Context: an optimization exercise on an open-source flow, tuned for small area, a short achievable clock period and few clock cycles. The choices shown serve that exercise and are no tape-out recipe. At most, simulation tests tie the RTL to the original design; equivalence was not proved. No functional check of the RTL was part of runs 4 to 6.

==> design/flow/design.v <==
package sa_pkg;
    typedef enum logic [1:0] {
        IDLE  = 2'd0,
        FEED  = 2'd1,
        FLUSH = 2'd2,
        DRAIN = 2'd3
    } sa_state_t;
    localparam int DEF_WIDTH = 8;
    localparam int DEF_ACC   = 32;
    localparam int DEF_N     = 4;
    localparam int DEF_KW    = 16;
endpackage
module sa_pe_clr (
    input  logic        clk,
    input  logic        job_go,
    input  logic        v,
    input  logic        init_lo15,
    input  logic [14:0] init_hi,
    input  logic [7:0]  a,
    input  logic [3:0]  neg,
    input  logic [3:0]  one,
    input  logic [3:0]  two,
    output logic [30:0] acc
);
    logic        first;         
    logic [15:0] lo;
    logic [14:0] hi;
    logic        cy;
    logic [15:0] lo_m;
    logic        nv;
    logic [3:0]  ns;
    logic [7:0]  pp0, pp1, pp2, pp3;
    logic [8:0]  ax;
    logic [16:0] x, y, t;
    logic s1, c2, s3, c4, s5, c6, s7, c8, s9, c10, s11, c12, s13, c14, s15, c16, s17, c18, s19, c20, s21, c22, s23, c24, s25, c26, s27, c28, s29, c30, s31, c32, s33, c34, s35, c36, s37, c38, s39, c40, s41, c42, s43, c44, s45, c46, s47, c48, s49, c50, s51, c52, s53, c54, s55, c56, s57, c58, s59, c60, s61, c62, s63, c64, s65, c66, s67, c68, s69, c70, s71, c72, s73, c74, s75, c76, s77, c78, s79, c80;
    assign ax = {a, 1'b0};
    assign nv = ~v;
    assign lo_m = first ? {init_lo15, 15'd0} : lo;
    for (genvar m = 0; m < 8; m++) begin : g_pp
        assign pp0[m] = ((one[0] & ax[m+1]) | (two[0] & ax[m])) ^ neg[0];
        assign pp1[m] = ((one[1] & ax[m+1]) | (two[1] & ax[m])) ^ neg[1];
        assign pp2[m] = ((one[2] & ax[m+1]) | (two[2] & ax[m])) ^ neg[2];
        assign pp3[m] = ((one[3] & ax[m+1]) | (two[3] & ax[m])) ^ neg[3];
    end
    for (genvar k = 0; k < 4; k++) begin : g_ns
        assign ns[k] = ~(((one[k] | two[k]) & a[7]) ^ neg[k]);
    end
    assign s1 = pp0[4] ^ pp1[2];
    assign c2 = pp0[4] & pp1[2];
    assign s3 = pp0[5] ^ pp1[3];
    assign c4 = pp0[5] & pp1[3];
    assign s5 = pp0[6] ^ pp1[4] ^ pp2[2];
    assign c6 = (pp0[6] & pp1[4]) | (pp0[6] & pp2[2]) | (pp1[4] & pp2[2]);
    assign s7 = pp3[0] ^ neg[3];
    assign c8 = pp3[0] & neg[3];
    assign s9 = pp0[7] ^ pp1[5] ^ pp2[3];
    assign c10 = (pp0[7] & pp1[5]) | (pp0[7] & pp2[3]) | (pp1[5] & pp2[3]);
    assign s11 = pp3[1] ^ lo_m[7];
    assign c12 = pp3[1] & lo_m[7];
    assign s13 = ns[0] ^ pp1[6] ^ pp2[4];
    assign c14 = (ns[0] & pp1[6]) | (ns[0] & pp2[4]) | (pp1[6] & pp2[4]);
    assign s15 = pp3[2] ^ lo_m[8] ^ 1'b1;
    assign c16 = (pp3[2] & lo_m[8]) | (pp3[2] & 1'b1) | (lo_m[8] & 1'b1);
    assign s17 = pp1[7] ^ pp2[5] ^ pp3[3];
    assign c18 = (pp1[7] & pp2[5]) | (pp1[7] & pp3[3]) | (pp2[5] & pp3[3]);
    assign s19 = lo_m[9] ^ 1'b1;
    assign c20 = lo_m[9] & 1'b1;
    assign s21 = ns[1] ^ pp2[6] ^ pp3[4];
    assign c22 = (ns[1] & pp2[6]) | (ns[1] & pp3[4]) | (pp2[6] & pp3[4]);
    assign s23 = pp2[7] ^ pp3[5];
    assign c24 = pp2[7] & pp3[5];
    assign s25 = pp0[2] ^ pp1[0];
    assign c26 = pp0[2] & pp1[0];
    assign s27 = pp0[3] ^ pp1[1];
    assign c28 = pp0[3] & pp1[1];
    assign s29 = pp2[0] ^ neg[2] ^ lo_m[4];
    assign c30 = (pp2[0] & neg[2]) | (pp2[0] & lo_m[4]) | (neg[2] & lo_m[4]);
    assign s31 = c2 ^ pp2[1] ^ lo_m[5];
    assign c32 = (c2 & pp2[1]) | (c2 & lo_m[5]) | (pp2[1] & lo_m[5]);
    assign s33 = c4 ^ lo_m[6] ^ s5;
    assign c34 = (c4 & lo_m[6]) | (c4 & s5) | (lo_m[6] & s5);
    assign s35 = c6 ^ c8 ^ s9;
    assign c36 = (c6 & c8) | (c6 & s9) | (c8 & s9);
    assign s37 = c10 ^ c12 ^ s13;
    assign c38 = (c10 & c12) | (c10 & s13) | (c12 & s13);
    assign s39 = c14 ^ c16 ^ s17;
    assign c40 = (c14 & c16) | (c14 & s17) | (c16 & s17);
    assign s41 = c18 ^ c20 ^ lo_m[10];
    assign c42 = (c18 & c20) | (c18 & lo_m[10]) | (c20 & lo_m[10]);
    assign s43 = c22 ^ lo_m[11] ^ 1'b1;
    assign c44 = (c22 & lo_m[11]) | (c22 & 1'b1) | (lo_m[11] & 1'b1);
    assign s45 = c24 ^ ns[2] ^ pp3[6];
    assign c46 = (c24 & ns[2]) | (c24 & pp3[6]) | (ns[2] & pp3[6]);
    assign s47 = pp3[7] ^ lo_m[13];
    assign c48 = pp3[7] & lo_m[13];
    assign s49 = pp0[0] ^ neg[0];
    assign c50 = pp0[0] & neg[0];
    assign s51 = pp0[1] ^ lo_m[1];
    assign c52 = pp0[1] & lo_m[1];
    assign s53 = neg[1] ^ lo_m[2] ^ s25;
    assign c54 = (neg[1] & lo_m[2]) | (neg[1] & s25) | (lo_m[2] & s25);
    assign s55 = c26 ^ lo_m[3] ^ s27;
    assign c56 = (c26 & lo_m[3]) | (c26 & s27) | (lo_m[3] & s27);
    assign s57 = c28 ^ s1 ^ s29;
    assign c58 = (c28 & s1) | (c28 & s29) | (s1 & s29);
    assign s59 = c30 ^ s3 ^ s31;
    assign c60 = (c30 & s3) | (c30 & s31) | (s3 & s31);
    assign s61 = c32 ^ s7 ^ s33;
    assign c62 = (c32 & s7) | (c32 & s33) | (s7 & s33);
    assign s63 = c34 ^ s11 ^ s35;
    assign c64 = (c34 & s11) | (c34 & s35) | (s11 & s35);
    assign s65 = c36 ^ s15 ^ s37;
    assign c66 = (c36 & s15) | (c36 & s37) | (s15 & s37);
    assign s67 = c38 ^ s19 ^ s39;
    assign c68 = (c38 & s19) | (c38 & s39) | (s19 & s39);
    assign s69 = c40 ^ s21 ^ s41;
    assign c70 = (c40 & s21) | (c40 & s41) | (s21 & s41);
    assign s71 = c42 ^ s23 ^ s43;
    assign c72 = (c42 & s23) | (c42 & s43) | (s23 & s43);
    assign s73 = c44 ^ lo_m[12] ^ s45;
    assign c74 = (c44 & lo_m[12]) | (c44 & s45) | (lo_m[12] & s45);
    assign s75 = c46 ^ 1'b1 ^ s47;
    assign c76 = (c46 & 1'b1) | (c46 & s47) | (1'b1 & s47);
    assign s77 = c48 ^ ns[3] ^ lo_m[14];
    assign c78 = (c48 & ns[3]) | (c48 & lo_m[14]) | (ns[3] & lo_m[14]);
    assign s79 = lo_m[15] ^ nv;
    assign c80 = lo_m[15] & nv;
    assign x = {c80, c78, c76, c74, c72, c70, c68, c66, c64, c62, c60, c58, c56, c54, c52, c50, lo_m[0]};
    assign y = {nv, s79, s77, s75, s73, s71, s69, s67, s65, s63, s61, s59, s57, s55, s53, s51, s49};
    assign t = x + y;
    always_ff @(posedge clk) begin
        first <= job_go | (first & ~v);
        lo <= t[15:0];
        cy <= t[16];
        hi <= first ? init_hi : hi + {14'd0, cy};
    end
    assign acc = {hi, lo};
endmodule
module sa_tile (
    input  logic          clk,
    input  logic          rst_n,
    input  logic          start,
    input  logic [15:0]   k_len,
    input  logic          in_valid,
    output logic          in_ready,
    input  logic [31:0]   a_in,
    input  logic [31:0]   b_in,
    output logic          out_valid,
    input  logic          out_ready,
    output logic [1:0]    out_row,
    output logic [127:0]  out_data,
    output logic          busy,
    output logic          done
);
    logic        feed, wait1, wait2, drain;
    logic [15:0] rem;           
    logic        rem_is1;       
    logic        v0;            
    logic [3:0]  row_oh;
    logic [3:0]  sel [4];       
    logic [15:0] rem_m1;
    logic        fire, job_go, last_take;
    assign fire      = feed & in_valid;
    assign job_go    = ~busy & start & (k_len != 16'd0);
    assign last_take = drain & out_ready & row_oh[3];
    always_ff @(posedge clk or negedge rst_n) begin
        if (!rst_n) begin
            feed    <= 1'b0;
            wait1   <= 1'b0;
            wait2   <= 1'b0;
            drain   <= 1'b0;
            busy    <= 1'b0;
            done    <= 1'b0;
            rem     <= 16'd0;
            rem_is1 <= 1'b0;
            v0      <= 1'b0;
            row_oh  <= 4'b0001;
            out_row <= 2'd0;
        end else begin
            done   <= last_take;
            v0     <= fire;
            wait1  <= fire & rem_is1;
            wait2  <= wait1;
            if (job_go) begin
                feed    <= 1'b1;
                busy    <= 1'b1;
                rem     <= k_len;
                rem_is1 <= (k_len == 16'd1);
            end else if (fire) begin
                rem     <= rem_m1;
                rem_is1 <= (rem_m1 == 16'd1);
                if (rem_is1) feed <= 1'b0;
            end
            if (wait2) drain <= 1'b1;
            if (drain & out_ready) begin
                row_oh  <= {row_oh[2:0], row_oh[3]};
                out_row <= out_row + 2'd1;
                if (row_oh[3]) begin
                    drain <= 1'b0;
                    busy  <= 1'b0;
                end
            end
        end
    end
    assign rem_m1    = rem - 16'd1;
    always_ff @(posedge clk) begin
        for (int j = 0; j < 4; j++) begin
            if (job_go)                  sel[j] <= 4'b0001;
            else if (drain & out_ready)  sel[j] <= {sel[j][2:0], sel[j][3]};
        end
    end
    assign in_ready  = feed;
    assign out_valid = drain;
    logic [15:0] k_reg, nk;
    always_ff @(posedge clk) begin
        if (job_go) k_reg <= k_len;
    end
    assign nk = 16'd0 - k_reg;
    logic [31:0] a_r;
    logic [3:0]  neg_r [4];
    logic [3:0]  one_r [4];
    logic [3:0]  two_r [4];
    always_ff @(posedge clk) begin
        a_r <= fire ? a_in : 32'd0;
        for (int j = 0; j < 4; j++) begin
            for (int k = 0; k < 4; k++) begin
                logic b2, b1, b0;
                b2 = b_in[8*j + 2*k + 1];
                b1 = b_in[8*j + 2*k];
                b0 = (k == 0) ? 1'b0 : b_in[8*j + 2*k - 1];
                neg_r[j][k] <= b2;
                one_r[j][k] <= b1 ^ b0;
                two_r[j][k] <= (b2 & ~b1 & ~b0) | (~b2 & b1 & b0);
            end
        end
    end
    logic [30:0] acc [4][4];
    for (genvar i = 0; i < 4; i++) begin : g_row
        for (genvar j = 0; j < 4; j++) begin : g_col
            sa_pe_clr u_pe (
                .clk       (clk),
                .job_go    (job_go),
                .v         (v0),
                .init_lo15 (nk[0]),
                .init_hi   (nk[15:1]),
                .a         (a_r[8*i +: 8]),
                .neg       (neg_r[j]),
                .one       (one_r[j]),
                .two       (two_r[j]),
                .acc       (acc[i][j])
            );
        end
    end
    always_comb begin
        for (int j = 0; j < 4; j++) begin
            logic [30:0] r;
            r = ({31{sel[j][0]}} & acc[0][j]) |
                ({31{sel[j][1]}} & acc[1][j]) |
                ({31{sel[j][2]}} & acc[2][j]) |
                ({31{sel[j][3]}} & acc[3][j]);
            out_data[32*j +: 32] = {r[30], r};
        end
    end
endmodule
==> design/flow/flow/run.sh <==
#!/bin/bash
# Standard layout, with plain buffers (buf_2) as the port buffers instead of
# the resizer's default pick. make's full output goes to flow_make.log.
set -euo pipefail
bash standard.sh "BUFFER_PORTS_ARGS=-buffer_cell sky130_fd_sc_hd__buf_2" finish > flow_make.log 2>&1
==> design/flow/standard.sh <==
#!/bin/bash
# synth_recipe.tcl (not shown) runs the flow's synth.tcl, then flattens the netlist and writes it again
# the make line also repeats each setting of config.mk as NAME=value (left out here)
make -C /OpenROAD-flow-scripts/flow DESIGN_CONFIG=/design/flow/config.mk WORK_HOME=/design/flow/orfs CLKGATE_MAP_FILE= SYNTH_SCRIPT=/design/flow/synth_recipe.tcl "${@:-finish}"
==> design/flow/config.mk <==
export PLATFORM = sky130hd
export DESIGN_NAME = sa_tile
export DESIGN_NICKNAME = sa_tile
export VERILOG_FILES = /design/flow/design.v
export SDC_FILE = /design/flow/constraint.sdc
export NUM_CORES = 4
export LEC_CHECK = 0
export CAP_MARGIN = 20
export CORE_MARGIN = 2
export CORE_UTILIZATION = 60
export CTS_CLUSTER_DIAMETER = 80
export CTS_CLUSTER_SIZE = 24
export PLACE_DENSITY = 0.68
export SETUP_SLACK_MARGIN = 4.6
export SLEW_MARGIN = 20
==> design/flow/constraint.sdc <==
create_clock -name core_clock -period 9.0 [get_ports {clk}]
set_input_delay 1.8000 -clock core_clock [delete_from_list [all_inputs] [get_ports {clk}]]
set_output_delay 1.8000 -clock core_clock [all_outputs]
set_load 0.01 [all_outputs]
==> results.yml, run 1 <==
outcome:
  status: "no timing/DRC/antenna violations"
job:
  maxCapViolations: 0
global_routing:
  antenna_found_initial: 5
  grt_max_degree: 70
  overflow: 0
  grt_util_all_layers_pct: 32.8
  grt_pass1_wl_um: 268000
  grt_pass1_vias: 48200
floorplanning:
  die_w_um: 320
  die_h_um: 320
  core-area_um2: 98600
  row_count: 115
  pin_count: 219
  start_util_pct: 60.7
  die_area_um2: 102000
drt:
  drt_iter0_drc: 4122
  wirelength_um: 172000
  post_drt_wl_per_cell_um: 21.2
  drc: 0
  postRouteAntennaNets: 0
  vias_per_cell: 6.06
  vias: 49200
  first_pass_iters: 6
setup_path:
  start_kind: "flop"
  cpMaxStageDelayCell: "dfxtp_1"
  cpPeakStageDelay_ps: 750
  required_ps: 7200
  critPathCaptureType: "output port"
  crit_chain: "buf_4 -> a22oi_1 -> nand2_1 -> buf_2"
  critPathKind: "reg -> out"
  critPathArrivalTime_ps: 2510
  worst-path-max-fanout: 17
logic_synthesis:
  synthXorXnorAreaFrac_pct: 15.1
  synth_top_family_by_area: "adder cells"
  synth_compound_gate_area_share_pct: 17.7
  yosysWarnings: 11
  syn_nets: 7866
  avgSynthCellArea_um2: 8.70
  synth_top_area_cell: "dfxtp_1"
  yosysSeqAreaShare_pct: 22.9
  synth-simple-area-share_pct: 12.4
  synth.most_common_cell: "a22oi_1"
  synth_area_um2: 59800
  synth_fa_ha_area_share_pct: 24.0
  synth_top_area_share_pct: 20.9
  syn_inst: 6875
  ys.flop_type: "dfxtp_1"
  synth_edf_count: 16
  ys_async_sr_fraction_pct: 4.48
  synth.area.top_cells: "dfxtp_1, fa_1, ha_1, a22oi_1, xnor2_1"
  yosys_register_bits: 670
  synth_common_cells: "a22oi_1, dfxtp_1, inv_1"
  synth_cell_types: 69
  muxShareOfSynthArea_pct: 1.21
sta:
  rsz0062_at_grt: "true"
  report.final.slew_viol_count: 0
  setup_viol: 0
  worst_pin_slew_ps: 1120
  period_minus_slack_ps: 4310
  clock_skew_ps: 32.6
  timing.fmax_ghz: 0.232
  setup_tns_ps: 0
  fin_crit_sh_pct: 47.9
  finalHoldViolations: 0
  slew_headroom_pct: 25.6
layout:
  top_register: "g_row.g_col.u_pe.lo"
  area_growth_pct: 7.59
  multi_input_area_um2: 42300
  top_regs: "g_row.g_col.u_pe.lo (256), g_row.g_col.u_pe.hi (240), a_r (32)"
  register_area_um2: 13800
  finalNetCount: 7791
  finish.utilization_pct: 65.3
  drive_gt1_share_pct: 8.13
  largest_register_ffs: 256
  fill_cells: 8388
placement:
  io_buffer_count: 218
  place.gp.congestion: 0.921
  dp_hpwl_um: 119000
clock_network:
  cts.sinks: 670
  root_buffer: "clkbuf_16"
  clockBufferDepth: 3
  cts_buffers: 46
  clkLatencyLatePin_ps: 690
  cts_tree: "built"
  htreeDepth: 2
  path_clk_slew_ps: 100
hold_path:
  hold_path.class: "reg -> reg"
[final cells by class]
type	instances	share of cell area, %
Multi-Input combinational cell	5140	65.7
Antenna cell	1	0.00389
Tap cell	1287	2.50
Clock buffer	54	1.95
Clock inverter	29	0.605
Inverter	600	3.53
Timing Repair Buffer	342	4.25
Sequential cell	670	21.4
[worst paths after layout]
check / startpoint / endpoint / slack [ps] / cells past startpoint
hold reg to reg: wait1 / wait2 / 380 / 0
hold / removal: wait1 / wait2 / 380 / 0
min in group asynchronous: rst_n / feed / 1140 / 1
setup reg to reg: a_r[0] / g_row[0].g_col[2].u_pe.cy / 4750 / 15
setup / recovery: sel[3][2] / out_data[111] / 4690 / 4
max in group asynchronous: rst_n / row_oh[2] / 7400 / 1
[cells by family (layout without fill, tap and decap cells)]
kind of cell / after synthesis / in the layout
flip-flops: 670 / 670
multiplexers: 68 / 68
AND/OR/NAND/NOR: 1537 / 1537
other: 0 / 1
buffers and inverters: 1065 / 1025
AO/OA/AOI/OAI: 1601 / 1601
adder cells (fa/ha/maj): 906 / 906
XOR/XNOR: 1028 / 1028
[per-layer routing]
layer / vias to the layer above / track usage, % / routed length [um]
met5: - / 0 / 41
met4: 6 / 12.3 / 6460
met3: 334 / 5.42 / 13800
met2: 1985 / 52.8 / 77700
met1: 23800 / 44.2 / 73900
li1: 23100 / - / -
[metrics by stage]
step | setup WS [ps] | hold slack, ps | instance area [um2] | cells
finish | 4690 | 383 | 64400 | 8123
global route | 4530 | 402 | 64400 | 8122
CTS | 4600 | 391 | 63600 | 8112
detailed placement | 4150 | 365 | 61700 | 8029
global placement | 4210 | 333 | 61700 | 8029
floorplan | 4630 | 331 | 59800 | 6875
[cells in the final DEF (no fill, tap or decap), drive strengths merged, types with 7 or more instances in the layout]
cell type	n
a22oi	696
dfxtp	624
inv	616
xnor2	569
ha	506
nand2	502
xor2	459
fa	400
buf	331
o21ai	321
nor2	311
a21oi	266
nor2b	188
nand3	134
a21o	134
nand2b	123
and3	108
clkbuf	65
nor3	62
a211oi	42
mux2i	35
mux2	33
nor4	30
dfrtp	29
o21bai	28
o21a	21
a31oi	21
nand4	20
o31ai	17
nand3b	16
edfxtp	16
o31a	15
and2	15
o2111ai	14
clkinv	12
or2	11
a41oi	7
[timing repair]
| action | CTS | global route |
|---|---|---|
| gates resized for setup | 63 | 169 |
| pin swaps | 0 | 7 |
| setup buffers | 0 | 3 |
| setup endpoints to repair | 46 | 44 |
| hold buffers | 0 | 0 |
| gates cloned | 0 | 7 |
[worst max-delay path, delay by kind of cell, from the launching register on]
kind | cells | cell delay (ps)
simple gates | 1 | 260
flops | 1 | 750
compound gates | 1 | 200
buf+inv | 2 | 590
Testbench counts, summed over its fixed seeds: cycles 17,359.
==> run 2: changes to the inputs <==
==> design/flow/config.mk (replaced) <==
export PLATFORM = sky130hd
export DESIGN_NAME = sa_tile
export DESIGN_NICKNAME = sa_tile
export VERILOG_FILES = /design/flow/design.v
export SDC_FILE = /design/flow/constraint.sdc
export NUM_CORES = 4
export LEC_CHECK = 0
export CAP_MARGIN = 10
export CORE_MARGIN = 2
export CORE_UTILIZATION = 60
export CTS_CLUSTER_DIAMETER = 80
export CTS_CLUSTER_SIZE = 24
export PLACE_DENSITY = 0.68
export SETUP_SLACK_MARGIN = 4.7
export SLEW_MARGIN = 10
==> results.yml, run 2 <==
logic_synthesis:
  synth_top_area_share_pct: 20.9
  yosysWarnings: 11
  yosysSeqAreaShare_pct: 22.9
  avgSynthCellArea_um2: 8.70
  synth_area_um2: 59800
  synth.area.top_cells: "dfxtp_1, fa_1, ha_1, a22oi_1, xnor2_1"
  synth_fa_ha_area_share_pct: 24.0
  synth_top_area_cell: "dfxtp_1"
  synth_compound_gate_area_share_pct: 17.7
  synth.most_common_cell: "a22oi_1"
  synthXorXnorAreaFrac_pct: 15.1
  synth_common_cells: "a22oi_1, dfxtp_1, inv_1"
  syn_inst: 6875
  muxShareOfSynthArea_pct: 1.21
  ys.flop_type: "dfxtp_1"
  ys_async_sr_fraction_pct: 4.48
  synth_cell_types: 69
  synth-simple-area-share_pct: 12.4
  syn_nets: 7866
  yosys_register_bits: 670
  synth_edf_count: 16
  synth_top_family_by_area: "adder cells"
setup_path:
  cpMaxStageDelayCell: "fa_1"
  critPathCaptureType: "flop"
  cpPeakStageDelay_ps: 530
  worst-path-max-fanout: 16
  critPathKind: "reg -> reg"
  path_delay_family: "adder cells"
  critPathArrivalTime_ps: 4810
  timing.critical_path.buf_inv: 4
  crit_chain: "buf_12 -> a22oi_2 -> xor2_1 -> fa_1 -> inv_1 -> fa_1 -> inv_1 -> fa_1 -> inv_1 -> ha_2 -> a21oi_1 -> o21ai_0 -> a21oi_1 -> o21ai_2 -> or3_4 -> a31oi_2 -> xnor2_1"
  required_ps: 9620
  start_kind: "flop"
layout:
  fin_area_um2: 65300
  area_growth_pct: 9.10
  top_regs: "g_row.g_col.u_pe.lo (256), g_row.g_col.u_pe.hi (240), a_r (32)"
  finalNetCount: 7812
  finish.utilization_pct: 66.2
  final_cell_mix: "a22oi_1, inv_1, dfxtp_1"
  top_register: "g_row.g_col.u_pe.lo"
  fill_cells: 8341
  drive_gt1_share_pct: 9.23
  multi_input_area_um2: 42600
  register_area_um2: 13800
  layout_commonest_cell: "a22oi_1"
  largest_register_ffs: 256
clock_network:
  cts_buffers: 49
  cts.sinks: 670
  htreeDepth: 2
  holdBufCountCts: 0
  path_clk_slew_ps: 100
  cts_tree: "built"
  clkLatencyLatePin_ps: 690
  root_buffer: "clkbuf_16"
  clockBufferDepth: 3
floorplanning:
  pin_count: 219
  core-area_um2: 98600
  row_count: 115
  die_h_um: 320
  die_w_um: 320
  die_area_um2: 102000
  start_util_pct: 60.7
job:
  maxCapViolations: 0
outcome:
  status: "no timing/DRC/antenna violations"
sta:
  rsz0062_at_grt: "true"
  period_minus_slack_ps: 4190
  fin_ws_ps: 4810
  report.final.slew_viol_count: 0
  setup_viol: 0
  slew_headroom_pct: 23.1
  finalHoldViolations: 0
  clock_skew_ps: 38.5
  setup_tns_ps: 0
  worst_pin_slew_ps: 1150
  timing.fmax_ghz: 0.239
  fin_crit_sh_pct: 46.6
drt:
  first_pass_iters: 6
  postRouteAntennaNets: 0
  post_drt_wl_per_cell_um: 22.1
  wirelength_um: 180000
  drt_iter0_drc: 4489
  vias_per_cell: 6.10
  drc: 0
  vias: 49700
global_routing:
  grt_pass1_vias: 48800
  antenna_found_initial: 5
  overflow: 0
  grt_max_degree: 70
  grt_util_all_layers_pct: 33.1
  grt_pass1_wl_um: 270000
placement:
  dp_hpwl_um: 119000
  io_buffer_count: 218
  place.gp.congestion: 0.927
  dpl_cell_area_um2: 61700
  pre_cts_ws_ps: 4210
hold_path:
  hold_path.class: "reg -> reg"
[run 2: cells by family (layout without fill, tap and decap cells)]
kind of cell | Yosys count | count (layout)
AO/OA/AOI/OAI | 1601 | 1601
XOR/XNOR | 1028 | 1028
adder cells (fa/ha/maj) | 906 | 906
buffers and inverters | 1065 | 1050
flip-flops | 670 | 670
multiplexers | 68 | 68
other | 0 | 1
AND/OR/NAND/NOR | 1537 | 1537
[run 2: repair_timing]
action / in CTS / in global routing
setup buffers: 0 / 14
setup endpoints to repair: 69 / 59
gates cloned: 2 / 18
gates resized for setup: 86 / 229
pin swaps: 2 / 24
[run 2: layout make-up]
type                    instances  area share (%)
diodes                          1         0.00383
clock buffers                  60            2.07
clock inverters                30           0.621
inverters                     600            3.48
multi-input cells            5140            65.3
flip-flops and latches        670            21.2
well taps                    1287            2.47
repair buffers                360            4.90
[run 2: routing by layer]
metal | global-route usage [%] | wire length, um | up-vias
met3 | 5.33 | 15600 | 432
met1 | 43.8 | 73900 | 24000
li1 | - | - | 23200
met2 | 53.9 | 81200 | 2065
met5 | 0 | 56 | -
met4 | 13.3 | 9400 | 8
[run 2: stage by stage]
stage	instances	hold slack, ps
6_report	8148	373
5_1_grt	8147	400
4_1_cts	8115	372
3_5_place_dp	8023	350
3_3_place_gp	8023	342
2_1_floorplan	6875	331
[run 2: final timing paths]
check	start	to	slack, ps	depth (start not counted)
max	a_r[13]	g_row[1].g_col[0].u_pe.lo[15]	4810	17
min	wait1	wait2	370	0
max reg2reg	a_r[13]	g_row[1].g_col[0].u_pe.lo[15]	4810	17
min reg2reg	wait1	wait2	370	0
max in group asynchronous	rst_n	rem[9]	7370	1
min in group asynchronous	rst_n	done	1150	1
==> run 3: changes to the inputs <==
==> design/flow/config.mk (replaced) <==
export PLATFORM = sky130hd
export DESIGN_NAME = sa_tile
export DESIGN_NICKNAME = sa_tile
export VERILOG_FILES = /design/flow/design.v
export SDC_FILE = /design/flow/constraint.sdc
export NUM_CORES = 4
export LEC_CHECK = 0
export CAP_MARGIN = 20
export CORE_MARGIN = 2
export CORE_UTILIZATION = 63
export CTS_CLUSTER_DIAMETER = 100
export CTS_CLUSTER_SIZE = 30
export PLACE_DENSITY = 0.7
export SETUP_SLACK_MARGIN = 4.7
export SLEW_MARGIN = 20
==> results.yml, run 3 <==
outcome:
  status: "no timing/DRC/antenna violations"
setup_path:
  critPathKind: "reg -> out"
  worstRegToRegCells: 14
  startpoint: "sel[2][0]"
  timing.critical_path.buf_inv: 2
  required_ps: 7200
  r2r_start: "neg_r[2][1]"
  critPathCaptureType: "output port"
  cpPeakStageDelay_ps: 730
  critPathArrivalTime_ps: 2420
  crit_chain: "buf_4 -> a22oi_1 -> nand2_1 -> buf_2"
  worst-path-max-fanout: 18
  path_delay_family: "flip-flops"
  start_kind: "flop"
  cpMaxStageDelayCell: "dfxtp_1"
  worst-path-stages: 4
  reg2reg_to: "g_row[0].g_col[2].u_pe.cy"
  endpoint: "out_data[79]"
  rrSetupSlack_ps: 4790
floorplanning:
  die_w_um: 312
  core-area_um2: 94600
  start_util_pct: 63.2
  die_area_um2: 97400
  pin_count: 219
  row_count: 113
  die_h_um: 312
layout:
  area_growth_pct: 10.0
  top_regs: "g_row.g_col.u_pe.lo (256), g_row.g_col.u_pe.hi (240), a_r (32)"
  drive_gt1_share_pct: 10.1
  final_cell_mix: "a22oi_1, inv_1, xnor2_1"
  fill_cells: 7638
  largest_register_ffs: 256
  top_register: "g_row.g_col.u_pe.lo"
  finish.utilization_pct: 69.6
  layout_commonest_cell: "a22oi_1"
  finalNetCount: 7851
placement:
  pre_cts_ws_ps: 4160
  dp_hpwl_um: 120000
  place.gp.congestion: 0.914
  io_buffer_count: 218
drt:
  first_pass_iters: 6
  post_drt_wl_per_cell_um: 22.9
  vias: 50600
  postRouteAntennaNets: 0
  drc: 0
  wirelength_um: 187000
  drt_iter0_drc: 5162
  vias_per_cell: 6.20
logic_synthesis:
  synth_common_cells: "a22oi_1, dfxtp_1, inv_1"
  synth.most_common_cell: "a22oi_1"
  synth_top_area_share_pct: 20.9
  syn_nets: 7866
  ys.flop_type: "dfxtp_1"
  syn_inst: 6875
  synth_top_area_cell: "dfxtp_1"
  synth.area.top_cells: "dfxtp_1, fa_1, ha_1, a22oi_1, xnor2_1"
  yosys_register_bits: 670
  yosysSeqAreaShare_pct: 22.9
  yosysWarnings: 11
  synth_cell_types: 69
  ys_async_sr_fraction_pct: 4.48
  synth_area_um2: 59800
  synth_edf_count: 16
  avgSynthCellArea_um2: 8.70
global_routing:
  grt_pass1_wl_um: 272000
  grt_max_degree: 70
  overflow: 0
  grt_util_all_layers_pct: 34.9
  antenna_found_initial: 4
  grt_pass1_vias: 48900
clock_network:
  cts.sinks: 670
  htreeDepth: 2
  holdBufCountCts: 0
  cts_buffers: 38
  clkLatencyLatePin_ps: 670
  path_clk_slew_ps: 120
  root_buffer: "clkbuf_16"
  cts_tree: "built"
  clockBufferDepth: 3
sta:
  fin_ws_ps: 4780
  period_minus_slack_ps: 4220
  clock_skew_ps: 35.6
  report.final.slew_viol_count: 0
  holdWs_ps: 361
  timing.fmax_ghz: 0.237
  setup_viol: 0
  fin_crit_sh_pct: 46.9
  worst_pin_slew_ps: 1160
  rsz0062_at_grt: "true"
  setup_tns_ps: 0
  finalHoldViolations: 0
  slew_headroom_pct: 22.4
job:
  maxCapViolations: 0
hold_path:
  hold_path.class: "reg -> reg"
==> run 3: cell counts after synthesis <==
Identical to the previous run, type by type.
==> run 3: through the flow <==
| stage | cells | instance area, um2 |
|---|---|---|
| 2_1_floorplan | 6875 | 59800 |
| 3_3_place_gp | 8009 | 61700 |
| 3_5_place_dp | 8009 | 61700 |
| 4_1_cts | 8081 | 63600 |
| 5_1_grt | 8154 | 65800 |
| 6_report | 8156 | 65800 |
==> run 3: cell type report <==
type	count	area, um2	area share, %
Antenna cell	2	5.00	0.00761
Clock inverter	22	352	0.534
Multi-Input combinational cell	5140	42800	65.0
Clock buffer	47	1040	1.57
Tap cell	1265	1580	2.41
Sequential cell	670	13900	21.1
Inverter	600	2280	3.46
Timing Repair Buffer	410	3900	5.92
==> run 3: logic make-up after synthesis <==
| family | after synthesis | synth area share, % |
|---|---|---|
| AOI/OAI and AO/OA | 1601 | 17.7 |
| xor gates and xnor gates | 1028 | 15.1 |
| adders and majority gates | 906 | 24.0 |
| buffers and inverters | 1065 | 6.72 |
| DFF | 670 | 22.9 |
| muxes | 68 | 1.21 |
| and+or+nand+nor | 1537 | 12.4 |
==> run 3: how the worst min path moves through the flow <==
stage	from	endpoint	slack, ps	cells past startpoint
5_1_grt	wait1	wait2	370	0
6_report	wait1	wait2	360	0
3_3_place_gp	wait1	wait2	330	0
4_1_cts	wait1	wait2	360	0
3_5_place_dp	wait1	wait2	340	0
2_1_floorplan	wait1	wait2	330	0
==> run 3: per-layer routing <==
layer,routed length [um],GRT usage (%),vias up,share of wire [%]
met5,69,0,-,0.037
met4,11500,15.5,6,6.2
met3,17800,5.30,546,9.5
met2,83000,56.6,2294,44
met1,74400,46.2,24500,40
li1,-,-,23200,-
==> run 3: worst register-to-register path: stages (launching register included) <==
cell      delay, ps
dfxtp_1         380
buf_4           420
xnor2_1         170
fa_1            530
inv_1            60
fa_1            500
fa_1            550
inv_1            50
ha_2            380
nand3_1         130
o31ai_4         310
a21oi_2         110
o21bai_2        190
mux2i_1         230
nand3_1         100
==> run 3: repair_timing <==
item | 4_1_cts | 5_1_grt
cloned | 2 | 32
pin swaps | 1 | 46
hold endpoints to repair | 0 | 0
setup endpoints to repair | 82 | 53
buffers inserted | 1 | 41
gates resized for setup | 124 | 266
==> run 4: changes to the inputs <==
--- a/design/flow/design.v
+++ b/design/flow/design.v
@@ -12,7 +12,7 @@
 endpackage
 module sa_pe_clr (
     input  logic        clk,
-    input  logic        job_go,
+    input  logic        first,
     input  logic        v,
     input  logic        init_lo15,
     input  logic [14:0] init_hi,
@@ -22,7 +22,6 @@
     input  logic [3:0]  two,
     output logic [30:0] acc
 );
-    logic        first;         
     logic [15:0] lo;
     logic [14:0] hi;
     logic        cy;
@@ -129,7 +128,6 @@
     assign y = {nv, s79, s77, s75, s73, s71, s69, s67, s65, s63, s61, s59, s57, s55, s53, s51, s49};
     assign t = x + y;
     always_ff @(posedge clk) begin
-        first <= job_go | (first & ~v);
         lo <= t[15:0];
         cy <= t[16];
         hi <= first ? init_hi : hi + {14'd0, cy};
@@ -155,7 +153,8 @@
     logic        feed, wait1, wait2, drain;
     logic [15:0] rem;           
     logic        rem_is1;       
-    logic        v0;            
+    logic        pend;          
+    logic        v0, first0;    
     logic [3:0]  row_oh;
     logic [3:0]  sel [4];       
     logic [15:0] rem_m1;
@@ -173,12 +172,16 @@
             done    <= 1'b0;
             rem     <= 16'd0;
             rem_is1 <= 1'b0;
+            pend    <= 1'b0;
             v0      <= 1'b0;
+            first0  <= 1'b0;
             row_oh  <= 4'b0001;
+            for (int j = 0; j < 4; j++) sel[j] <= 4'b0001;
             out_row <= 2'd0;
         end else begin
             done   <= last_take;
             v0     <= fire;
+            first0 <= fire & pend;
             wait1  <= fire & rem_is1;
             wait2  <= wait1;
             if (job_go) begin
@@ -186,14 +189,17 @@
                 busy    <= 1'b1;
                 rem     <= k_len;
                 rem_is1 <= (k_len == 16'd1);
+                pend    <= 1'b1;
             end else if (fire) begin
                 rem     <= rem_m1;
                 rem_is1 <= (rem_m1 == 16'd1);
+                pend    <= 1'b0;
                 if (rem_is1) feed <= 1'b0;
             end
             if (wait2) drain <= 1'b1;
             if (drain & out_ready) begin
                 row_oh  <= {row_oh[2:0], row_oh[3]};
+                for (int j = 0; j < 4; j++) sel[j] <= {sel[j][2:0], sel[j][3]};
                 out_row <= out_row + 2'd1;
                 if (row_oh[3]) begin
                     drain <= 1'b0;
@@ -203,12 +209,6 @@
         end
     end
     assign rem_m1    = rem - 16'd1;
-    always_ff @(posedge clk) begin
-        for (int j = 0; j < 4; j++) begin
-            if (job_go)                  sel[j] <= 4'b0001;
-            else if (drain & out_ready)  sel[j] <= {sel[j][2:0], sel[j][3]};
-        end
-    end
     assign in_ready  = feed;
     assign out_valid = drain;
     logic [15:0] k_reg, nk;
@@ -239,7 +239,7 @@
         for (genvar j = 0; j < 4; j++) begin : g_col
             sa_pe_clr u_pe (
                 .clk       (clk),
-                .job_go    (job_go),
+                .first     (first0),
                 .v         (v0),
                 .init_lo15 (nk[0]),
                 .init_hi   (nk[15:1]),
==> design/flow/run.sh (new file) <==
#!/bin/bash
# synth_recipe.tcl (not shown) runs the flow's synth.tcl, then flattens the netlist and writes it again
# the make line also repeats each setting of config.mk as NAME=value (left out here)
make -C /OpenROAD-flow-scripts/flow DESIGN_CONFIG=/design/flow/config.mk WORK_HOME=/design/flow/orfs CLKGATE_MAP_FILE= SYNTH_SCRIPT=/design/flow/synth_recipe.tcl finish
==> design/flow/config.mk (replaced) <==
export PLATFORM = sky130hd
export DESIGN_NAME = sa_tile
export DESIGN_NICKNAME = sa_tile
export VERILOG_FILES = /design/flow/design.v
export SDC_FILE = /design/flow/constraint.sdc
export NUM_CORES = 4
export LEC_CHECK = 0
export CAP_MARGIN = 20
export CORE_MARGIN = 2
export CORE_UTILIZATION = 40
export SLEW_MARGIN = 20
removed: design/flow/flow/run.sh
removed: design/flow/standard.sh
==> results.yml, run 4 <==
outcome:
  status: "no timing/DRC/antenna violations"
layout:
  top_regs: "g_row.g_col.u_pe.lo (256), g_row.g_col.u_pe.hi (240), a_r (32)"
  drive_gt1_share_pct: 4.92
  multi_input_area_um2: 41500
  final_cell_mix: "a22oi_1, inv_1, xnor2_1"
  n_antenna_cell: 0
  fill_cells: 14300
  register_area_um2: 13600
  layout_commonest_cell: "a22oi_1"
  top_register: "g_row.g_col.u_pe.lo"
  largest_register_ffs: 256
  area_growth_pct: 11.3
  finalNetCount: 7697
  fin_area_um2: 65800
setup_path:
  rrSetupSlack_ps: 3770
  start_kind: "flop"
  startpoint: "first0"
  required_ps: 9640
  critPathKind: "reg -> reg"
  critPathArrivalTime_ps: 5860
  reg2reg_to: "g_row[1].g_col[3].u_pe.cy"
  critPathCaptureType: "flop"
  worst-path-max-fanout: 57
  worstRegToRegCells: 14
  r2r_start: "first0"
  endpoint: "g_row[1].g_col[3].u_pe.cy"
drt:
  drt_iter0_drc: 3904
  post_drt_wl_per_cell_um: 21.2
  drc: 0
  postRouteAntennaNets: 0
  wirelength_um: 185000
  first_pass_iters: 6
  vias_per_cell: 5.65
  vias: 49100
sta:
  setup_tns_ps: 0
  timing.fmax_ghz: 0.191
  fin_crit_sh_pct: 58.1
  setup_viol: 0
  worst_pin_slew_ps: 1160
  rsz0062_at_grt: "false"
  period_minus_slack_ps: 5230
  clock_skew_ps: 26.0
  slew_headroom_pct: 22.7
  report.final.slew_viol_count: 0
  finalHoldViolations: 0
job:
  maxCapViolations: 0
hold_path:
  hold_depth: 0
  hold_path.class: "reg -> reg"
logic_synthesis:
  ys.flop_type: "dfxtp_1"
  yosys_register_bits: 656
  syn_nets: 7714
  synth_cell_types: 88
  syn_inst: 6723
  ys_async_sr_fraction_pct: 7.32
  synth.area.top_cells: "dfxtp_1, fa_1, ha_1, a22oi_1, xnor2_1"
  synth_top_area_share_pct: 20.1
  avgSynthCellArea_um2: 8.79
  synth.most_common_cell: "a22oi_1"
  synth_edf_count: 16
  yosysWarnings: 11
  synth_top_area_cell: "dfxtp_1"
  synth_area_um2: 59100
  yosysSeqAreaShare_pct: 22.9
  synth_common_cells: "a22oi_1, inv_1, xnor2_1"
global_routing:
  antenna_found_initial: 7
  grt_max_degree: 131
  overflow: 0
  grt_util_all_layers_pct: 24.2
  grt_pass1_vias: 49600
  grt_pass1_wl_um: 288000
placement:
  dpl_cell_area_um2: 62900
  dp_hpwl_um: 127000
  io_buffer_count: 218
  place.gp.congestion: 0.868
floorplanning:
  die_area_um2: 151000
  row_count: 141
  core-area_um2: 147000
  start_util_pct: 40.2
  die_w_um: 388
  die_h_um: 388
  pin_count: 219
clock_network:
  clkLatencyLatePin_ps: 710
  path_clk_slew_ps: 60
  cts.sinks: 656
  cts_tree: "built"
  holdBufCountCts: 0
  htreeDepth: 3
  post_cts_buffers: 0
  cts_resized: 0
  cts_buffers: 81
  root_buffer: "clkbuf_16"
  clockBufferDepth: 3
## run 4: changes by cell type after synthesis, sizes merged, moves of 31 or more
cell / change
nand2b: -69
clkbuf: -31
nand2: -95
nor2: -78
a21o: -52
nor3: +33
xor2: -65
a21oi: -51
inv: +53
o21ai: +88
nand4: +31
dfxtp: -32
## run 4: cell families after synthesis
family | Yosys count | share of synthesized area [%]
AOI/OAI and AO/OA | 1650 | 18.6
and+or+nand+nor | 1406 | 11.9
buffers and inverters | 1075 | 6.87
xor gates and xnor gates | 993 | 14.7
adders and majority gates | 906 | 24.3
DFF | 656 | 22.9
muxes | 37 | 0.673
## run 4: how the worst min path moves through the flow
stage	start	to	slack (ps)
after floorplan	wait1	wait2	330
after global placement	wait1	wait2	330
after detailed placement	wait1	wait2	330
after CTS	wait1	wait2	350
after global routing	wait1	wait2	360
final	wait1	wait2	350
## run 4: final cells by class
cell class,count,share of cell area (%)
multi-input cells,4992,63.1
flip-flops and latches,656,20.6
clock inverters,40,0.837
clock buffers,109,3.54
inverters,653,3.73
well taps,1930,3.67
repair buffers,322,4.53
## run 4: layer usage
layer	vias up	share of wire, %	wire length (um)	track usage, %
li1	23100	-	-	-
met1	23900	43	78800	31.9
met2	1840	45	83300	38.7
met3	330	8.5	15700	5.38
met4	2	3.7	6760	8.72
met5	-	0.0070	13	0
## run 4: per-stage QoR
| stage | setup slack [ps] | utilization, % | cells | hold slack [ps] |
|---|---|---|---|---|
| 2_1_floorplan | 4360 | - | 6723 | 331 |
| 3_3_place_gp | 3910 | 42.8 | 8553 | 333 |
| 3_5_place_dp | 3840 | 42.8 | 8553 | 335 |
| 4_1_cts | 3820 | 44.7 | 8702 | 349 |
| 5_1_grt | 3550 | 44.7 | 8702 | 359 |
| 6_report | 3770 | 44.7 | 8702 | 348 |
## run 4: worst max-delay path, cell delays in order, from the launching register on
cell and delay (ps):
dfrtp_4 740, inv_4 660, buf_12 460, nand2_1 120
ha_1 220, fa_1 490, fa_1 540, inv_1 40
ha_1 320, nor2b_1 300, nor4_1 80, o21ai_0 140
a31oi_1 190, or4b_2 660, nand3_1 90
==> run 5: changes to the inputs <==
--- a/design/flow/config.mk
+++ b/design/flow/config.mk
@@ -5,6 +5,7 @@
 export SDC_FILE = /design/flow/constraint.sdc
 export NUM_CORES = 4
 export LEC_CHECK = 0
+export ABC_CLOCK_PERIOD_IN_PS = 3500
 export CAP_MARGIN = 20
 export CORE_MARGIN = 2
 export CORE_UTILIZATION = 40
==> results.yml, run 5 <==
layout:
  final_cell_mix: "a22oi_1, inv_1, xnor2_1"
  largest_register_ffs: 256
  top_register: "g_row.g_col.u_pe.lo"
  finish.utilization_pct: 44.7
  multi_input_area_um2: 41500
  area_growth_pct: 11.3
  finalNetCount: 7697
  drive_gt1_share_pct: 4.92
  fill_cells: 14300
  top_regs: "g_row.g_col.u_pe.lo (256), g_row.g_col.u_pe.hi (240), a_r (32)"
  register_area_um2: 13600
  n_antenna_cell: 0
  layout_commonest_cell: "a22oi_1"
sta:
  fin_crit_sh_pct: 58.1
  slew_headroom_pct: 22.7
  timing.fmax_ghz: 0.191
  finalHoldViolations: 0
  fin_ws_ps: 3770
  setup_viol: 0
  rsz0062_at_grt: "false"
  worst_pin_slew_ps: 1160
  period_minus_slack_ps: 5230
  report.final.slew_viol_count: 0
  clock_skew_ps: 26.0
  setup_tns_ps: 0
placement:
  dp_hpwl_um: 127000
  place.gp.congestion: 0.868
  io_buffer_count: 218
  pre_cts_ws_ps: 3840
floorplanning:
  die_w_um: 388
  pin_count: 219
  start_util_pct: 40.2
  row_count: 141
  die_area_um2: 151000
  core-area_um2: 147000
  die_h_um: 388
clock_network:
  cts_resized: 0
  cts.sinks: 656
  post_cts_buffers: 0
  cts_tree: "built"
  cts_buffers: 81
  clkLatencyLatePin_ps: 710
  path_clk_slew_ps: 60
  htreeDepth: 3
  holdBufCountCts: 0
  clockBufferDepth: 3
  root_buffer: "clkbuf_16"
global_routing:
  grt_max_degree: 131
  grt_util_all_layers_pct: 24.2
  grt_pass1_wl_um: 288000
  grt_pass1_vias: 49600
  antenna_found_initial: 7
  overflow: 0
logic_synthesis:
  synth_top_family_by_area: "adder cells"
  ys.flop_type: "dfxtp_1"
  synth.most_common_cell: "a22oi_1"
  synthXorXnorAreaFrac_pct: 14.7
  synth_area_um2: 59100
  synth_compound_gate_area_share_pct: 18.6
  yosysWarnings: 11
  synth_top_area_cell: "dfxtp_1"
  synth_top_area_share_pct: 20.1
  synth_fa_ha_area_share_pct: 24.3
  ys_async_sr_fraction_pct: 7.32
  synth_edf_count: 16
  syn_inst: 6723
  muxShareOfSynthArea_pct: 0.673
  synth-simple-area-share_pct: 11.9
  avgSynthCellArea_um2: 8.79
  synth.area.top_cells: "dfxtp_1, fa_1, ha_1, a22oi_1, xnor2_1"
  synth_common_cells: "a22oi_1, inv_1, xnor2_1"
  syn_nets: 7714
  synth_cell_types: 88
  yosys_register_bits: 656
  yosysSeqAreaShare_pct: 22.9
drt:
  postRouteAntennaNets: 0
  wirelength_um: 185000
  vias_per_cell: 5.65
  drt_iter0_drc: 3904
  vias: 49100
  first_pass_iters: 6
  post_drt_wl_per_cell_um: 21.2
  drc: 0
setup_path:
  required_ps: 9640
  critPathArrivalTime_ps: 5860
  endpoint: "g_row[1].g_col[3].u_pe.cy"
  start_kind: "flop"
  rrSetupSlack_ps: 3770
  critPathCaptureType: "flop"
  reg2reg_to: "g_row[1].g_col[3].u_pe.cy"
  worst-path-max-fanout: 57
  critPathKind: "reg -> reg"
  worstRegToRegCells: 14
  startpoint: "first0"
  r2r_start: "first0"
hold_path:
  hold_depth: 0
  hold_path.class: "reg -> reg"
job:
  maxCapViolations: 0
outcome:
  status: "no timing/DRC/antenna violations"
-- run 5: cell counts in the layout (fill, tap and decap cells not counted) --
Identical to the previous run, type by type.
-- run 5: cell families after synthesis --
logic type | Yosys count
AOI/OAI and AO/OA | 1650
buffers and inverters | 1075
and+or+nand+nor | 1406
DFF | 656
xor gates and xnor gates | 993
muxes | 37
adders and majority gates | 906
-- run 5: metrics by stage --
step	cell area, um2	hold slack [ps]	std cells
after global routing	65800	359	8702
after global placement	62900	333	8553
after CTS	65800	349	8702
after detailed placement	62900	335	8553
final	65800	348	8702
after floorplan	59100	331	6723
-- run 5: routing by layer --
metal	up-vias	global-route usage, %	wire length [um]
met4	2	8.72	6760
met2	1840	38.7	83300
met5	-	0	13
li1	23100	-	-
met3	330	5.38	15700
met1	23900	31.9	78800
-- run 5: how the worst min path moves through the flow --
stage / start / to
3_3_place_gp: wait1 / wait2
6_report: wait1 / wait2
5_1_grt: wait1 / wait2
4_1_cts: wait1 / wait2
2_1_floorplan: wait1 / wait2
3_5_place_dp: wait1 / wait2
-- run 5: cell type report --
class / count / share of cell area [%]
Sequential cell: 656 / 20.6
Clock buffer: 109 / 3.54
Timing Repair Buffer: 322 / 4.53
Inverter: 653 / 3.73
Clock inverter: 40 / 0.837
Tap cell: 1930 / 3.67
Multi-Input combinational cell: 4992 / 63.1
-- run 5: critical path, stage by stage, from the launching register on --
cell and delay (ps):
dfrtp_4 740, inv_4 660, buf_12 460, nand2_1 120
ha_1 220, fa_1 490, fa_1 540, inv_1 40
ha_1 320, nor2b_1 300, nor4_1 80, o21ai_0 140
a31oi_1 190, or4b_2 660, nand3_1 90
==> run 6: changes to the inputs <==
--- a/design/flow/design.v
+++ b/design/flow/design.v
@@ -156,8 +156,6 @@
     logic        pend;          
     logic        v0, first0;    
     logic [3:0]  row_oh;
-    logic [3:0]  sel [4];       
-    logic [15:0] rem_m1;
     logic        fire, job_go, last_take;
     assign fire      = feed & in_valid;
     assign job_go    = ~busy & start & (k_len != 16'd0);
@@ -176,7 +174,6 @@
             v0      <= 1'b0;
             first0  <= 1'b0;
             row_oh  <= 4'b0001;
-            for (int j = 0; j < 4; j++) sel[j] <= 4'b0001;
             out_row <= 2'd0;
         end else begin
             done   <= last_take;
@@ -191,15 +188,14 @@
                 rem_is1 <= (k_len == 16'd1);
                 pend    <= 1'b1;
             end else if (fire) begin
-                rem     <= rem_m1;
-                rem_is1 <= (rem_m1 == 16'd1);
+                rem     <= rem - 16'd1;
+                rem_is1 <= (rem == 16'd2);
                 pend    <= 1'b0;
                 if (rem_is1) feed <= 1'b0;
             end
             if (wait2) drain <= 1'b1;
             if (drain & out_ready) begin
                 row_oh  <= {row_oh[2:0], row_oh[3]};
-                for (int j = 0; j < 4; j++) sel[j] <= {sel[j][2:0], sel[j][3]};
                 out_row <= out_row + 2'd1;
                 if (row_oh[3]) begin
                     drain <= 1'b0;
@@ -208,7 +204,6 @@
             end
         end
     end
-    assign rem_m1    = rem - 16'd1;
     assign in_ready  = feed;
     assign out_valid = drain;
     logic [15:0] k_reg, nk;
@@ -254,10 +249,10 @@
     always_comb begin
         for (int j = 0; j < 4; j++) begin
             logic [30:0] r;
-            r = ({31{sel[j][0]}} & acc[0][j]) |
-                ({31{sel[j][1]}} & acc[1][j]) |
-                ({31{sel[j][2]}} & acc[2][j]) |
-                ({31{sel[j][3]}} & acc[3][j]);
+            r = ({31{row_oh[0]}} & acc[0][j]) |
+                ({31{row_oh[1]}} & acc[1][j]) |
+                ({31{row_oh[2]}} & acc[2][j]) |
+                ({31{row_oh[3]}} & acc[3][j]);
             out_data[32*j +: 32] = {r[30], r};
         end
     end
--- a/design/flow/config.mk
+++ b/design/flow/config.mk
@@ -5,7 +5,6 @@
 export SDC_FILE = /design/flow/constraint.sdc
 export NUM_CORES = 4
 export LEC_CHECK = 0
-export ABC_CLOCK_PERIOD_IN_PS = 3500
 export CAP_MARGIN = 20
 export CORE_MARGIN = 2
 export CORE_UTILIZATION = 40
==> results.yml, run 6 <==
clock_network:
  clockBufferDepth: 3
  cts.sinks: 640
  cts_buffers: 83
  cts_resized: 0
  holdBufCountCts: 0
  path_clk_slew_ps: 60
  htreeDepth: 3
  clkLatencyLatePin_ps: 730
  post_cts_buffers: 0
  root_buffer: "clkbuf_16"
  cts_tree: "built"
logic_synthesis:
  syn_inst: 6575
  yosysSeqAreaShare_pct: 22.7
  synth_top_area_share_pct: 20.5
  synth_common_cells: "a22oi_1, inv_1, xnor2_1"
  ys.flop_type: "dfxtp_1"
  syn_nets: 7567
  synth_area_um2: 57800
  synth.most_common_cell: "a22oi_1"
  yosysWarnings: 9
  avgSynthCellArea_um2: 8.79
  synth_top_area_cell: "dfxtp_1"
  synth_cell_types: 90
  yosys_register_bits: 640
  ys_async_sr_fraction_pct: 5.00
  synth_edf_count: 16
  synth.area.top_cells: "dfxtp_1, fa_1, ha_1, xnor2_1, a22oi_1"
sta:
  setup_viol: 0
  fin_crit_sh_pct: 62.4
  timing.fmax_ghz: 0.178
  clock_skew_ps: 41.0
  finalHoldViolations: 0
  slew_headroom_pct: 23.7
  setup_tns_ps: 0
  rsz0062_at_grt: "false"
  period_minus_slack_ps: 5610
  report.final.slew_viol_count: 0
  worst_pin_slew_ps: 1140
  holdWs_ps: 364
setup_path:
  critPathKind: "reg -> out"
  start_kind: "flop"
  critPathArrivalTime_ps: 3810
  startpoint: "row_oh[0]"
  critPathCaptureType: "output port"
  cpMaxStageDelayCell: "dfstp_4"
  worst-path-max-fanout: 75
  r2r_start: "neg_r[1][1]"
  crit_chain: "buf_4 -> a22oi_1 -> nand2_1 -> clkdlybuf4s50_1"
  cpPeakStageDelay_ps: 1020
  required_ps: 7200
layout:
  n_antenna_cell: 0
  largest_register_ffs: 256
  area_growth_pct: 11.4
  drive_gt1_share_pct: 4.49
  top_regs: "g_row.g_col.u_pe.lo (256), g_row.g_col.u_pe.hi (240), a_r (32)"
  top_register: "g_row.g_col.u_pe.lo"
  fin_area_um2: 64400
  layout_commonest_cell: "a22oi_1"
  final_cell_mix: "a22oi_1, inv_1, xnor2_1"
  finalNetCount: 7538
placement:
  dp_hpwl_um: 121000
  dpl_cell_area_um2: 61500
  place.gp.congestion: 0.886
  io_buffer_count: 218
outcome:
  status: "no timing/DRC/antenna violations"
drt:
  first_pass_iters: 6
  vias: 47200
  drc: 0
  wirelength_um: 176000
  vias_per_cell: 5.55
  postRouteAntennaNets: 0
  drt_iter0_drc: 3634
  post_drt_wl_per_cell_um: 20.6
global_routing:
  grt_pass1_wl_um: 277000
  met2_usage_pct: 37.7
  antenna_found_initial: 3
  grt_util_met3_pct: 4.44
  grt_pass1_vias: 47200
  grt_max_degree: 193
  grtUsageMet1_pct: 32.5
  overflow: 0
  gr-max-usage-layer: "met2"
  grt_util_all_layers_pct: 23.8
floorplanning:
  pin_count: 219
  start_util_pct: 40.3
  die_w_um: 384
  die_area_um2: 148000
  core-area_um2: 143000
  die_h_um: 384
  row_count: 139
job:
  maxCapViolations: 0
hold_path:
  holdCritStartpoint: "wait1"
  hold_path.class: "reg -> reg"
-- run 6: cell types whose count changed in the layout (fill, tap and decap cells not counted), sizes merged, moves of 12 or more --
cell	delta
mux2	-17
a31oi	-12
nor3	-21
nand3	-30
o21ai	-23
inv	-20
dfrtp	-12
nand2b	-17
nand2	+30
xor2	+25
buf	-12
-- run 6: final cells by class --
class	count	area [um2]
Tap cell	1903	2380
Sequential cell	640	13200
Timing Repair Buffer	311	2910
Inverter	630	2370
Fill cell	14000	79000
Clock inverter	36	551
Clock buffer	115	2360
Multi-Input combinational cell	4880	40700
-- run 6: path summary, 6_finish.rpt --
kind	depth (start not counted)	slack, ps	endpoint
max	4	3390	out_data[73]
min	0	360	wait2
max reg2reg	15	3790	g_row[0].g_col[1].u_pe.cy
min reg2reg	0	360	wait2
max in group asynchronous	2	7190	row_oh[3]
min in group asynchronous	2	1480	out_row[1]
-- run 6: layer usage --
metal  up-vias  part of all wire (%)
met1     23000                    44
met3       259                   7.4
met4         4                   3.0
met2      1564                    45
li1      22400                     -
met5         -                 0.015
-- run 6: kinds of logic (layout without fill, tap and decap cells) --
| kind of cell | count (synthesis) | count (layout) | synth area share [%] |
|---|---|---|---|
| xor gates and xnor gates | 1018 | 1018 | 15.4 |
| and+or+nand+nor | 1344 | 1344 | 11.5 |
| AOI/OAI and AO/OA | 1586 | 1586 | 18.2 |
| DFF | 640 | 640 | 22.7 |
| adders and majority gates | 907 | 907 | 24.8 |
| buffers and inverters | 1055 | 1092 | 6.92 |
| muxes | 25 | 25 | 0.444 |
-- run 6: per-stage QoR --
step           std cells  setup slack [ps]  util (%)
2_1_floorplan       6575              4180         -
3_3_place_gp        8364              3900      42.9
5_1_grt             8515              3260      44.9
3_5_place_dp        8364              3910      42.9
4_1_cts             8515              3390      44.9
6_report            8515              3390      44.9
-- run 6: worst max-delay path: cells and delay by family, from the launching register on --
| kind | cells | cell delay, ps |
|---|---|---|
| and+or+nand+nor | 1 | 190 |
| buffers and inverters | 2 | 1360 |
| DFF | 1 | 1020 |
| AOI/OAI and AO/OA | 1 | 340 |

==> port drivers added, routing unchanged <==
How much do the figures lean on ideal ports? The routed layouts below were timed once more, with nothing changed but the port constraints.
Step 1 (the two cells are an assumption about what drives the block):
set clk [get_ports {clk}]
set_driving_cell -lib_cell sky130_fd_sc_hd__clkbuf_16 $clk
set_driving_cell -lib_cell sky130_fd_sc_hd__buf_2 [delete_from_list [all_inputs] $clk]
Step 2, shift: input delay + t, output delay - t, t = (earliest + latest rising clock arrival at the registers) / 2. This alone moves slack from input paths to output paths.
Slacks: no drivers / after step 1 / after step 2; pairs: no drivers / after step 1.
run	t, ns	setup WS [ns]	worst setup path after step 2	latest minus earliest clock arrival (ns)	worst data-port slew with drivers (ns)
run 1	0.749	4.688 / 4.614 / 4.753	register to register	0.040 / 0.040	0.04
run 2	0.744	4.809 / 4.774 / 4.809	register to register	0.041 / 0.041	0.05
run 3	0.727	4.777 / 4.701 / 4.786	register to register	0.040 / 0.040	0.04
run 4	0.778	3.773 / 3.773 / 3.773	register to register	0.027 / 0.026	0.17
run 5	0.778	3.773 / 3.773 / 3.773	register to register	0.027 / 0.026	0.17
run 6	0.783	3.386 / 3.311 / 3.788	register to register	0.044 / 0.044	0.16
After both steps setup and hold are still met in every run listed.
